From an optimization exercise on the open Yosys and OpenROAD flow, aimed at small area, a short achievable clock period and few clock cycles; shortcuts taken in it are not production practice.

==> v37 <==
// julia_worker
module julia_worker (
	input  logic               tb_clk,
	input  logic               rst,
	input  logic               start,
	input  logic [19:0]        pixel,   
	input  logic [43:0]        c,       
	input  logic               mc_busy,
	output logic               ready,
	output logic               done,
	output logic [63:0]        result   
);
	logic        busy;
	logic        load;
	logic        tree_escaped;
	logic        periodic;
	logic [7:0]  count;
	logic [19:0] pix_q;
	logic [13:0] xr, xi, xr0, xi0;
	logic [1:0]  xr_top, xi_top;    
	logic        ovr, ovi;
	logic [15:0] nre, nim;
	logic [14:0] cre, cim, cre0, cim0;
	logic [27:0] z_seen;
	logic        waiting;     
	logic        w_dec;       
	logic        w_black;     
	logic        esc_q;       
	logic        esc_raw;     
	logic        stepped;     
	logic        per_q;       
	logic        res_free;
	logic        sure_esc;
	logic        stop;
	logic        late_stop;   
	logic        pstop;       
	logic        may_take;    
  ...
clock: 14.0 ns
lec_check: 0
cap_margin: 60
core_margin: 2
core_utilization: 40
slew_margin: 60
synth_hierarchical: 1
synth_minimum_keep_size: 0
run.sh (not shown) runs the stock make flow with config.mk's settings and CLKGATE_MAP_FILE= SYNTH_SCRIPT=/design/flow/synth_recipe.tcl, a recipe that flattens the netlist after the stock synthesis.
==> v12 (differences from v37) <==
--- a/flow/design.v
+++ b/flow/design.v
@@ -68,13 +68,16 @@
 	input  logic [14:0] cim,
 	output logic        escaped,
 	output logic [15:0] nre,
 	output logic [15:0] nim
 );
 	logic [27:0] ta_r0, ta_r1, tb_r0, tb_r1, tp_r0, tp_r1;
+	logic [11:0] ca_s, cb_s;
 	logic        ca, cb;
+	logic [27:0] esum;
+	logic [25:0] isum;
 	logic [16:0] te_r0, te_r1;
 	logic [15:0] tr_r0, tr_r1;
 	logic [6:0]  bneg, bone, btwo;
 	logic [14:0] bpp0, bpp1, bpp2, bpp3, bpp4, bpp5, bpp6;
 	logic [14:0] yb, xs1, xs2;
 	logic tas1, tac2, tas3, tac3, tas4, tac4, tas5, tac5, tas6, tac6, tas7, tac7, tas8, tac8, tas9, tac9;
@@ -148,80 +151,16 @@
 	assign btwo[5] = (yb[12] & ~yb[11] & ~yb[10]) | (~yb[12] & yb[11] & yb[10]);
 	assign bpp5 = (({15{bone[5]}} & xs1) | ({15{btwo[5]}} & xs2)) ^ {15{bneg[5]}};
 	assign bneg[6] = yb[14];
 	assign bone[6] = yb[13] ^ yb[12];
 	assign btwo[6] = (yb[14] & ~yb[13] & ~yb[12]) | (~yb[14] & yb[13] & yb[12]);
 	assign bpp6 = (({15{bone[6]}} & xs1) | ({15{btwo[6]}} & xs2)) ^ {15{bneg[6]}};
-	logic [10:0] kca_g, kca_t;
-	assign kca_g = ta_r0[10:0] & ta_r1[10:0];
-	assign kca_t = ta_r0[10:0] | ta_r1[10:0];
-	logic kca_g0_0, kca_t0_0;
-	assign kca_g0_0 = kca_g[1] | (kca_t[1] & kca_g[0]);
-	assign kca_t0_0 = kca_t[1] & kca_t[0];
-	logic kca_g0_1, kca_t0_1;
-	assign kca_g0_1 = kca_g[3] | (kca_t[3] & kca_g[2]);
-	assign kca_t0_1 = kca_t[3] & kca_t[2];
-	logic kca_g0_2, kca_t0_2;
-	assign kca_g0_2 = kca_g[5] | (kca_t[5] & kca_g[4]);
-	assign kca_t0_2 = kca_t[5] & kca_t[4];
-	logic kca_g0_3, kca_t0_3;
-	assign kca_g0_3 = kca_g[7] | (kca_t[7] & kca_g[6]);
-	assign kca_t0_3 = kca_t[7] & kca_t[6];
-	logic kca_g0_4, kca_t0_4;
-	assign kca_g0_4 = kca_g[9] | (kca_t[9] & kca_g[8]);
-	assign kca_t0_4 = kca_t[9] & kca_t[8];
-	logic kca_g1_0, kca_t1_0;
-	assign kca_g1_0 = kca_g0_1 | (kca_t0_1 & kca_g0_0);
-	assign kca_t1_0 = kca_t0_1 & kca_t0_0;
-	logic kca_g1_1, kca_t1_1;
-	assign kca_g1_1 = kca_g0_3 | (kca_t0_3 & kca_g0_2);
-	assign kca_t1_1 = kca_t0_3 & kca_t0_2;
-	logic kca_g1_2, kca_t1_2;
-	assign kca_g1_2 = kca_g[10] | (kca_t[10] & kca_g0_4);
-	assign kca_t1_2 = kca_t[10] & kca_t0_4;
-	logic kca_g2_0, kca_t2_0;
-	assign kca_g2_0 = kca_g1_1 | (kca_t1_1 & kca_g1_0);
-	assign kca_t2_0 = kca_t1_1 & kca_t1_0;
-	logic kca_g3_0, kca_t3_0;
-	assign kca_g3_0 = kca_g1_2 | (kca_t1_2 & kca_g2_0);
-	assign kca_t3_0 = kca_t1_2 & kca_t2_0;
-	assign ca = kca_g3_0;
-	logic [10:0] kcb_g, kcb_t;
-	assign kcb_g = tb_r0[10:0] & tb_r1[10:0];
-	assign kcb_t = tb_r0[10:0] | tb_r1[10:0];
-	logic kcb_g0_0, kcb_t0_0;
-	assign kcb_g0_0 = kcb_g[1] | (kcb_t[1] & kcb_g[0]);
-	assign kcb_t0_0 = kcb_t[1] & kcb_t[0];
-	logic kcb_g0_1, kcb_t0_1;
-	assign kcb_g0_1 = kcb_g[3] | (kcb_t[3] & kcb_g[2]);
-	assign kcb_t0_1 = kcb_t[3] & kcb_t[2];
-	logic kcb_g0_2, kcb_t0_2;
-	assign kcb_g0_2 = kcb_g[5] | (kcb_t[5] & kcb_g[4]);
-	assign kcb_t0_2 = kcb_t[5] & kcb_t[4];
-	logic kcb_g0_3, kcb_t0_3;
-	assign kcb_g0_3 = kcb_g[7] | (kcb_t[7] & kcb_g[6]);
-	assign kcb_t0_3 = kcb_t[7] & kcb_t[6];
-	logic kcb_g0_4, kcb_t0_4;
-	assign kcb_g0_4 = kcb_g[9] | (kcb_t[9] & kcb_g[8]);
-	assign kcb_t0_4 = kcb_t[9] & kcb_t[8];
-	logic kcb_g1_0, kcb_t1_0;
-	assign kcb_g1_0 = kcb_g0_1 | (kcb_t0_1 & kcb_g0_0);
-	assign kcb_t1_0 = kcb_t0_1 & kcb_t0_0;
-	logic kcb_g1_1, kcb_t1_1;
-	assign kcb_g1_1 = kcb_g0_3 | (kcb_t0_3 & kcb_g0_2);
-	assign kcb_t1_1 = kcb_t0_3 & kcb_t0_2;
-	logic kcb_g1_2, kcb_t1_2;
-	assign kcb_g1_2 = kcb_g[10] | (kcb_t[10] & kcb_g0_4);
-	assign kcb_t1_2 = kcb_t[10] & kcb_t0_4;
-	logic kcb_g2_0, kcb_t2_0;
-	assign kcb_g2_0 = kcb_g1_1 | (kcb_t1_1 & kcb_g1_0);
-	assign kcb_t2_0 = kcb_t1_1 & kcb_t1_0;
-	logic kcb_g3_0, kcb_t3_0;
-	assign kcb_g3_0 = kcb_g1_2 | (kcb_t1_2 & kcb_g2_0);
-	assign kcb_t3_0 = kcb_t1_2 & kcb_t2_0;
-	assign cb = kcb_g3_0;
+	assign ca_s = {1'b0, ta_r0[10:0]} + {1'b0, ta_r1[10:0]};
+	assign cb_s = {1'b0, tb_r0[10:0]} + {1'b0, tb_r1[10:0]};
+	assign ca = ca_s[11];
+	assign cb = cb_s[11];
 	assign tas1 = ~cre[3];
 	assign tac2 = cre[3];
 	jw_fa u_ta3 (.a(cre[1]), .b(xr[6]), .c((xr[0] & xr[11])), .s(tas3), .co(tac3));
 	jw_fa u_ta4 (.a(cre[2]), .b((xr[0] & xr[12])), .c((xr[1] & xr[11])), .s(tas4), .co(tac4));
 	jw_fa u_ta5 (.a(tas1), .b(xr[7]), .c(~(xr[13] & xr[0])), .s(tas5), .co(tac5));
 	jw_fa u_ta6 (.a((xr[1] & xr[12])), .b((xr[2] & xr[11])), .c((xr[3] & xr[10])), .s(tas6), .co(tac6));
@@ -586,63 +525,15 @@
 	jw_fa u_tr357 (.a(trc324), .b(trs341), .c(trc340), .s(trs357), .co(trc357));
 	jw_fa u_tr358 (.a(ta_r1[24]), .b(trc341), .c(trs342), .s(trs358), .co(trc358));
 	jw_fa u_tr359 (.a(trc326), .b(trs343), .c(trc342), .s(trs359), .co(trc359));
 	assign trs360 = ta_r1[26] ^ trc343 ^ trs344;
 	assign tr_r0 = {trc359, trc358, trc357, trc356, trc355, trc354, trc353, trc352, trc351, trc350, trc349, trc348, trc347, trc346, trc345, trs329};
 	assign tr_r1 = {trs360, trs359, trs358, trs357, trs356, trs355, trs354, trs353, trs352, trs351, trs350, trs349, trs348, trs347, trs346, trs345};
-	logic [15:0] kce_g, kce_t;
-	assign kce_g = te_r0[15:0] & te_r1[15:0];
-	assign kce_t = te_r0[15:0] | te_r1[15:0];
-	logic kce_g0_0, kce_t0_0;
-	assign kce_g0_0 = kce_g[1] | (kce_t[1] & kce_g[0]);
-	assign kce_t0_0 = kce_t[1] & kce_t[0];
-	logic kce_g0_1, kce_t0_1;
-	assign kce_g0_1 = kce_g[3] | (kce_t[3] & kce_g[2]);
-	assign kce_t0_1 = kce_t[3] & kce_t[2];
-	logic kce_g0_2, kce_t0_2;
-	assign kce_g0_2 = kce_g[5] | (kce_t[5] & kce_g[4]);
-	assign kce_t0_2 = kce_t[5] & kce_t[4];
-	logic kce_g0_3, kce_t0_3;
-	assign kce_g0_3 = kce_g[7] | (kce_t[7] & kce_g[6]);
-	assign kce_t0_3 = kce_t[7] & kce_t[6];
-	logic kce_g0_4, kce_t0_4;
-	assign kce_g0_4 = kce_g[9] | (kce_t[9] & kce_g[8]);
-	assign kce_t0_4 = kce_t[9] & kce_t[8];
-	logic kce_g0_5, kce_t0_5;
-	assign kce_g0_5 = kce_g[11] | (kce_t[11] & kce_g[10]);
-	assign kce_t0_5 = kce_t[11] & kce_t[10];
-	logic kce_g0_6, kce_t0_6;
-	assign kce_g0_6 = kce_g[13] | (kce_t[13] & kce_g[12]);
-	assign kce_t0_6 = kce_t[13] & kce_t[12];
-	logic kce_g0_7, kce_t0_7;
-	assign kce_g0_7 = kce_g[15] | (kce_t[15] & kce_g[14]);
-	assign kce_t0_7 = kce_t[15] & kce_t[14];
-	logic kce_g1_0, kce_t1_0;
-	assign kce_g1_0 = kce_g0_1 | (kce_t0_1 & kce_g0_0);
-	assign kce_t1_0 = kce_t0_1 & kce_t0_0;
-	logic kce_g1_1, kce_t1_1;
-	assign kce_g1_1 = kce_g0_3 | (kce_t0_3 & kce_g0_2);
-	assign kce_t1_1 = kce_t0_3 & kce_t0_2;
-	logic kce_g1_2, kce_t1_2;
-	assign kce_g1_2 = kce_g0_5 | (kce_t0_5 & kce_g0_4);
-	assign kce_t1_2 = kce_t0_5 & kce_t0_4;
-	logic kce_g1_3, kce_t1_3;
-	assign kce_g1_3 = kce_g0_7 | (kce_t0_7 & kce_g0_6);
-	assign kce_t1_3 = kce_t0_7 & kce_t0_6;
-	logic kce_g2_0, kce_t2_0;
-	assign kce_g2_0 = kce_g1_1 | (kce_t1_1 & kce_g1_0);
-	assign kce_t2_0 = kce_t1_1 & kce_t1_0;
-	logic kce_g2_1, kce_t2_1;
-	assign kce_g2_1 = kce_g1_3 | (kce_t1_3 & kce_g1_2);
-	assign kce_t2_1 = kce_t1_3 & kce_t1_2;
-	logic kce_g3_0, kce_t3_0;
-	assign kce_g3_0 = kce_g2_1 | (kce_t2_1 & kce_g2_0);
-	assign kce_t3_0 = kce_t2_1 & kce_t2_0;
-	assign escaped = ~(te_r0[16] ^ te_r1[16] ^ (kce_g3_0 | (kce_t3_0 & ca)));
+	assign esum = {te_r0, ta_r0[10:0]} + {te_r1, ta_r1[10:0]};
+	assign escaped = ~esum[27];
 	assign nre = tr_r0 + tr_r1;
-	logic [25:0] isum;
 	assign isum = tp_r0[25:0] + tp_r1[25:0];
 	assign nim = {isum[25:11], cim[0]};
 endmodule
 module jw_fa (
 	input  logic a,
 	input  logic b,
==> summary of the runs <==
- In v37 the synthesized cell count is lower than in v12, by 3.6%.
- Die area: v12 is larger than v37 (about 3.3%).
- In v37 the clock skew is lower than in v12, by 0.0021 ns.
- In v37 the first-iteration DRC count is smaller than in v12, by about 25%.
- Against v12, the area after synthesis of v37 is smaller by 3.2%.
- Utilization is about the same in v37 and v12.
- Of v37 and v12, v37 has the higher critical path depth (gap 2).
==> figures <==
metric                                                        v12             v37
Vias in the first global route                              14200           13600
Flop2flop setup slack                                     7.96 ns         7.50 ns
Proportion of synthesized area in mux cells                0.0156          0.0161
Critical Path Fanout Max                                       19              21
Sequential cell area fraction in the yosys report           0.218           0.225
Drt first-iter violations                                    1053             793
Core Util, Final                                            0.448           0.448
Run status                                         finished clean  finished clean
Placed wire-length estimate                              37300 um        36100 um
Die width                                                  224 um          221 um
Fmax                                                    0.166 GHz       0.154 GHz
Layout cells sized above 1                                 0.0700          0.0684
Worst-case headroom to the max-slew limit                   0.615           0.603
Total area of multi-input combinational cells         0.0140 mm^2     0.0134 mm^2
Worst path required time                                 14.38 ns        14.40 ns
Global-route wire length before repair                   78500 um        76000 um
Function was not checked in any run of this note: the RTL went through the layout flow alone.

* * *

==> inputs of fjord <==
julia_worker, a different RTL version from the one above (not shown whole).
## julia_worker
module julia_worker (
	input  logic               tb_clk,
	input  logic               rst,
	input  logic               start,
	input  logic [19:0]        pixel,   
	input  logic [43:0]        c,       
	input  logic               mc_busy,
	output logic               ready,
	output logic               done,
	output logic [63:0]        result   
);
	logic        busy;
	logic        load;
	logic        escaped;
	logic        tree_escaped;
	logic        periodic;
	logic [7:0]  count;
	logic [19:0] pix_q;
	logic [13:0] xr, xi, xr0, xi0;
	logic        ovr, ovi;
	logic [15:0] nre, nim;
	logic [14:0] cre, cim, cre0, cim0;
	logic [27:0] z_seen;
	logic [1:0]  state_esc, state_step;
	logic [7:0]  count_esc, count_step;
	jw_control u_control (
		.rst        (rst),
		.start      (start),
		.mc_busy    (mc_busy),
		.busy       (busy),
		.done       (done),
		.periodic   (periodic),
		.count      (count),
		.ready      (ready),
		.load       (load),
		.state_esc  (state_esc),
		.state_step (state_step)
	);
	iter_counter u_counter (
		.load       (load),
		.busy       (busy),
		.periodic   (periodic),
		.count      (count),
		.count_esc  (count_esc),
		.count_step (count_step)
	);
	always_ff @(posedge tb_clk) begin
		if (escaped) begin
			{busy, done} <= state_esc;
			count        <= count_esc;
		end else begin
			{busy, done} <= state_step;
			count        <= count_step;
		end
	end
	jw_start u_start (
		.pixel (pixel),
		.c     (c),
		.xr    (xr0),
		.xi    (xi0),
		.cre   (cre0),
		.cim   (cim0)
	);
  ...
==> module iter_counter, before the edit <==
module iter_counter (
	input  logic             load,
	input  logic             busy,
	input  logic             periodic,
	input  julia_pkg::iter_t count,
	output julia_pkg::iter_t count_esc,
	output julia_pkg::iter_t count_step
);
	always_comb begin
		if (load) begin
			count_esc  = '0;
			count_step = '0;
		end else begin
			count_esc = count;
			if (busy & periodic) begin
				count_step = 8'(MAX_ITER);
			end else if (busy) begin
				count_step = count + 8'd1;
			end else begin
				count_step = count;
			end
		end
	end
endmodule
==> module jw_control, before the edit <==
module jw_control (
	input  logic             rst,
	input  logic             start,
	input  logic             mc_busy,
	input  logic             busy,
	input  logic             done,
	input  logic             periodic,
	input  julia_pkg::iter_t count,
	output logic             ready,
	output logic             load,
	output logic [1:0]       state_esc,    
	output logic [1:0]       state_step    
);
	logic hold;
	logic last;
	assign ready = ~busy & ~(done & mc_busy);
	assign load  = ready & start & ~rst;
	assign hold  = done & mc_busy;
	assign last  = periodic | (count == 8'(MAX_ITER - 1));
	always_comb begin
		if (rst) begin
			state_esc  = 2'b00;
			state_step = 2'b00;
		end else if (load) begin
			state_esc  = 2'b10;
			state_step = 2'b10;
		end else if (busy) begin
			state_esc  = 2'b01;
			state_step = last ? 2'b01 : 2'b10;
		end else begin
			state_esc  = {1'b0, hold};
			state_step = {1'b0, hold};
		end
	end
endmodule
==> module pixel_result, before the edit <==
module pixel_result (
	input  julia_pkg::pixel_t   pix,
	input  julia_pkg::iter_t    count,
	output julia_pkg::result_t  result
);
	logic [19:0] pix_index;
	assign pix_index = {pix.y, 9'd0} + {2'd0, pix.y, 7'd0} + 20'(pix.x);
	always_comb begin
		result.addr = {10'd0, pix_index, 2'd0};
		if (count == 8'(MAX_ITER)) begin
			result.color = COLOR_BLACK;
		end else begin
			result.color = {8'hFF, count, count[4:0], count[7:5], ~count};
		end
	end
endmodule
==> module julia_worker, before the edit <==
module julia_worker (
	input  logic               tb_clk,
	input  logic               rst,
	input  logic               start,
	input  logic [19:0]        pixel,   
	input  logic [43:0]        c,       
	input  logic               mc_busy,
	output logic               ready,
	output logic               done,
	output logic [63:0]        result   
);
	logic        busy;
	logic        load;
	logic        escaped;
	logic        tree_escaped;
	logic        periodic;
	logic [7:0]  count;
	logic [19:0] pix_q;
	logic [13:0] xr, xi, xr0, xi0;
	logic        ovr, ovi;
	logic [15:0] nre, nim;
	logic [14:0] cre, cim, cre0, cim0;
	logic [27:0] z_seen;
	logic [1:0]  state_esc, state_step;
	logic [7:0]  count_esc, count_step;
	jw_control u_control (
		.rst        (rst),
		.start      (start),
		.mc_busy    (mc_busy),
		.busy       (busy),
		.done       (done),
		.periodic   (periodic),
		.count      (count),
		.ready      (ready),
		.load       (load),
		.state_esc  (state_esc),
		.state_step (state_step)
	);
	iter_counter u_counter (
		.load       (load),
		.busy       (busy),
		.periodic   (periodic),
		.count      (count),
		.count_esc  (count_esc),
		.count_step (count_step)
	);
	always_ff @(posedge tb_clk) begin
		if (escaped) begin
			{busy, done} <= state_esc;
			count        <= count_esc;
		end else begin
			{busy, done} <= state_step;
			count        <= count_step;
		end
	end
	jw_start u_start (
		.pixel (pixel),
		.c     (c),
		.xr    (xr0),
		.xi    (xi0),
		.cre   (cre0),
		.cim   (cim0)
	);
	jw_step u_step (
		.xr      (xr),
		.xi      (xi),
		.cre     (cre),
		.cim     (cim),
		.escaped (tree_escaped),
		.nre     (nre),
		.nim     (nim)
	);
	assign escaped = tree_escaped | ovr | ovi;
	always_ff @(posedge tb_clk) begin
		if (count[3:0] == 4'd0) begin
			z_seen <= {xr, xi};
		end
	end
	assign periodic = (count != 8'd0) & ~ovr & ~ovi & ({xr, xi} == z_seen);
	always_ff @(posedge tb_clk) begin
		if (load) begin
			{xr, ovr} <= {xr0, 1'b0};
			{xi, ovi} <= {xi0, 1'b0};
		end else begin
			{xr, ovr} <= {nre[13:0], nre[15:13] != {3{nre[13]}}};
			{xi, ovi} <= {nim[13:0], nim[15:13] != {3{nim[13]}}};
		end
		if (load) begin
			cre   <= cre0;
			cim   <= cim0;
			pix_q <= pixel;
		end
	end
	pixel_result u_result (
		.pix    (pix_q),
		.count  (count),
		.result (result)
	);
endmodule
clock: 14.0 ns
lec_check: 0
cap_margin: 60
core_margin: 2
core_utilization: 40
slew_margin: 60
synth_hierarchical: 1
synth_minimum_keep_size: 0
==> inputs of sierra, as changes to fjord <==
--- a/flow/design.v
+++ b/flow/design.v
@@ -30,24 +30,15 @@
 import julia_pkg::*;
 module iter_counter (
+	input  logic             tb_clk,
 	input  logic             load,
-	input  logic             busy,
+	input  logic             run,
 	input  logic             periodic,
-	input  julia_pkg::iter_t count,
-	output julia_pkg::iter_t count_esc,
-	output julia_pkg::iter_t count_step
+	output julia_pkg::iter_t count
 );
-	always_comb begin
+	always_ff @(posedge tb_clk) begin
 		if (load) begin
-			count_esc  = '0;
-			count_step = '0;
-		end else begin
-			count_esc = count;
-			if (busy & periodic) begin
-				count_step = 8'(MAX_ITER);
-			end else if (busy) begin
-				count_step = count + 8'd1;
-			end else begin
-				count_step = count;
-			end
+			count <= '0;
+		end else if (run) begin
+			count <= periodic ? 8'(MAX_ITER) : count + 8'd1;
 		end
 	end
@@ -56,37 +47,18 @@
 import julia_pkg::*;
 module jw_control (
-	input  logic             rst,
-	input  logic             start,
-	input  logic             mc_busy,
-	input  logic             busy,
-	input  logic             done,
-	input  logic             periodic,
-	input  julia_pkg::iter_t count,
-	output logic             ready,
-	output logic             load,
-	output logic [1:0]       state_esc,    
-	output logic [1:0]       state_step    
+	input  logic rst,
+	input  logic start,
+	input  logic mc_busy,
+	input  logic busy,
+	input  logic waiting,
+	input  logic done,
+	input  logic sure_esc,
+	output logic ready,
+	output logic load,
+	output logic res_free
 );
-	logic hold;
-	logic last;
-	assign ready = ~busy & ~(done & mc_busy);
-	assign load  = ready & start & ~rst;
-	assign hold  = done & mc_busy;
-	assign last  = periodic | (count == 8'(MAX_ITER - 1));
-	always_comb begin
-		if (rst) begin
-			state_esc  = 2'b00;
-			state_step = 2'b00;
-		end else if (load) begin
-			state_esc  = 2'b10;
-			state_step = 2'b10;
-		end else if (busy) begin
-			state_esc  = 2'b01;
-			state_step = last ? 2'b01 : 2'b10;
-		end else begin
-			state_esc  = {1'b0, hold};
-			state_step = {1'b0, hold};
-		end
-	end
+	assign ready    = ~busy | (sure_esc & ~waiting & ~done);
+	assign load     = ready & start & ~rst;
+	assign res_free = ~done | ~mc_busy;
 endmodule
 `timescale 1ns/1ps
@@ -557,4 +529,5 @@
 	input  julia_pkg::pixel_t   pix,
 	input  julia_pkg::iter_t    count,
+	input  logic                black,   
 	output julia_pkg::result_t  result
 );
@@ -563,5 +536,5 @@
 	always_comb begin
 		result.addr = {10'd0, pix_index, 2'd0};
-		if (count == 8'(MAX_ITER)) begin
+		if (black) begin
 			result.color = COLOR_BLACK;
 		end else begin
@@ -595,34 +568,67 @@
 	logic [14:0] cre, cim, cre0, cim0;
 	logic [27:0] z_seen;
-	logic [1:0]  state_esc, state_step;
-	logic [7:0]  count_esc, count_step;
+	logic        waiting;     
+	logic        wait_esc;    
+	logic        res_free;
+	logic        sure_esc;
+	logic        at_last;
+	logic        finish;
+	logic        transfer;
+	logic [19:0] res_pix;
+	logic [7:0]  res_count;
+	logic        res_black;
 	jw_control u_control (
-		.rst        (rst),
-		.start      (start),
-		.mc_busy    (mc_busy),
-		.busy       (busy),
-		.done       (done),
-		.periodic   (periodic),
-		.count      (count),
-		.ready      (ready),
-		.load       (load),
-		.state_esc  (state_esc),
-		.state_step (state_step)
+		.rst      (rst),
+		.start    (start),
+		.mc_busy  (mc_busy),
+		.busy     (busy),
+		.waiting  (waiting),
+		.done     (done),
+		.sure_esc (sure_esc),
+		.ready    (ready),
+		.load     (load),
+		.res_free (res_free)
 	);
 	iter_counter u_counter (
-		.load       (load),
-		.busy       (busy),
-		.periodic   (periodic),
-		.count      (count),
-		.count_esc  (count_esc),
-		.count_step (count_step)
+		.tb_clk   (tb_clk),
+		.load     (load),
+		.run      (busy & ~waiting),
+		.periodic (periodic),
+		.count    (count)
+	);
+	jw_sure_escape u_sure (
+		.xr       (xr),
+		.xi       (xi),
+		.ovr      (ovr),
+		.ovi      (ovi),
+		.sure_esc (sure_esc)
 	);
+	assign at_last  = periodic | (count == 8'(MAX_ITER - 1));
+	assign finish   = escaped | at_last;
+	assign transfer = busy & res_free & (waiting | finish);
 	always_ff @(posedge tb_clk) begin
-		if (escaped) begin
-			{busy, done} <= state_esc;
-			count        <= count_esc;
+		if (rst) begin
+			busy    <= 1'b0;
+			waiting <= 1'b0;
+			done    <= 1'b0;
 		end else begin
-			{busy, done} <= state_step;
-			count        <= count_step;
+			busy    <= load | (busy & ~transfer);
+			waiting <= busy & ~load & ~res_free & (waiting | finish);
+			done    <= transfer | (done & mc_busy);
+		end
+		if (~waiting) begin
+			wait_esc <= escaped;
+		end
+	end
+	always_ff @(posedge tb_clk) begin
+		if (res_free) begin
+			res_pix <= pix_q;
+			if (waiting) begin
+				res_count <= wait_esc ? count - 8'd1 : count;
+				res_black <= ~wait_esc;
+			end else begin
+				res_count <= count;
+				res_black <= ~escaped & at_last;
+			end
 		end
 	end
@@ -666,6 +672,7 @@
 	end
 	pixel_result u_result (
-		.pix    (pix_q),
-		.count  (count),
+		.pix    (res_pix),
+		.count  (res_count),
+		.black  (res_black),
 		.result (result)
 	);
@@ -688,2 +695,35 @@
 	assign cim = clamp15(c[21:0]);
 endmodule
+module jw_sure_escape (
+	input  logic [13:0] xr,
+	input  logic [13:0] xi,
+	input  logic        ovr,
+	input  logic        ovi,
+	output logic        sure_esc
+);
+	logic [12:0] mr, mi;
+	logic [4:0]  ar, ai;
+	logic [4:0]  ai_min;
+	assign mr = xr[12:0] ^ {13{xr[13]}};
+	assign mi = xi[12:0] ^ {13{xi[13]}};
+	assign ar = mr[12:8];
+	assign ai = mi[12:8];
+	always_comb begin
+		case (ar)
+			5'd0:         ai_min = 5'd17;
+			5'd1, 5'd2, 5'd3, 5'd4, 5'd5:
+			              ai_min = 5'd16;
+			5'd6, 5'd7:   ai_min = 5'd15;
+			5'd8, 5'd9:   ai_min = 5'd14;
+			5'd10:        ai_min = 5'd13;
+			5'd11:        ai_min = 5'd12;
+			5'd12:        ai_min = 5'd11;
+			5'd13:        ai_min = 5'd10;
+			5'd14:        ai_min = 5'd8;
+			5'd15:        ai_min = 5'd6;
+			5'd16:        ai_min = 5'd1;
+			default:      ai_min = 5'd0;
+		endcase
+	end
+	assign sure_esc = ovr | ovi | (ai >= ai_min);
+endmodule
==> qor summary <==
| item | sierra | fjord |
|---|---|---|
| Total area of sequential cells | 0.004078 sq mm | 0.003148 sq mm |
| Num Clock Sinks | 149 | 118 |
| Reg2reg setup slack | 7.24 ns | 7.44 ns |
| Design Area, Final | 0.02124 sq mm | 0.01983 sq mm |
| FF-to-FF path depth | 21 | 19 |
| M1 WL | 20,350 um | 19,260 um |
| Core Box Area | 0.04675 sq mm | 0.04317 sq mm |
| Post-detailed-placement half-perimeter wirelength | 34,550 um | 32,820 um |
| Fmax achieved | 147.9 MHz | 144.4 MHz |
| Clock latency of the later-clocked register in the worst-skew pair | 0.46 ns | 0.47 ns |
| End point of the most critical hold path | res_pix[17] | xi[0] |
| Via count of the first global-routing pass | 13.69k | 13.20k |
| Synth cell types | 87 | 72 |
| Number of multi-input logic gates | 1,410 | 1,339 |
| Starting density of the core | 40.63% | 40.57% |
| Pin count of the biggest net entering global routing | 50 | 53 |
| Worst flop-to-flop path endpoint | busy | count[2] |
| Width of the die | 221.9 um | 213.2 um |
| Post-Synth XOR/XNOR Area | 8.892% | 9.152% |
| Outcome | timing/DRC/antenna clean | timing/DRC/antenna clean |
| Slowest stage delay, CP | 0.49 ns | 0.61 ns |
| Transition time of the tightest slew-check pin | 0.5805 ns | 0.5195 ns |
| Crit path top cell by count | sky130_fd_sc_hd__fa_1 | sky130_fd_sc_hd__clkdlybuf4s50_1 |
Function was not checked in any run of this note: the RTL went through the layout flow alone.

==> re-timing with driven ports <==
No port has a modelled driver above. Below, the same layouts with a new extraction and two added sets of constraints.
Step 1 (the two cells are an assumption about what drives the block):
set clk [get_ports {tb_clk}]
set_driving_cell -lib_cell sky130_fd_sc_hd__clkbuf_16 $clk
set_driving_cell -lib_cell sky130_fd_sc_hd__buf_2 [delete_from_list [all_inputs] $clk]
Step 2 also shifts input and output timing later by t, the mid clock arrival at the registers, as if the neighbouring blocks saw the same clock.
Slacks: ideal ports / drivers / drivers and shift; pairs: ideal ports / drivers.
| run | t (ns) | slack for setup (ns) | latest minus earliest clock arrival (ns) | worst slew at a driven data input, ns |
|---|---|---|---|---|
| v37 | 0.520 | 7.504 / 7.504 / 7.504 | 0.015 / 0.015 | 0.05 |
| v12 | 0.516 | 7.959 / 7.918 / 7.959 | 0.017 / 0.017 | 0.06 |
| fjord | 0.501 | 7.077 / 7.043 / 7.043 | 0.026 / 0.026 | 0.05 |
| sierra | 0.510 | 7.240 / 7.240 / 7.240 | 0.011 / 0.010 | 0.06 |
After both steps setup and hold are still met in every run listed. The setup slack of fjord, which loses most, moves by -0.034 ns with the drivers and by -0.034 ns with both steps.
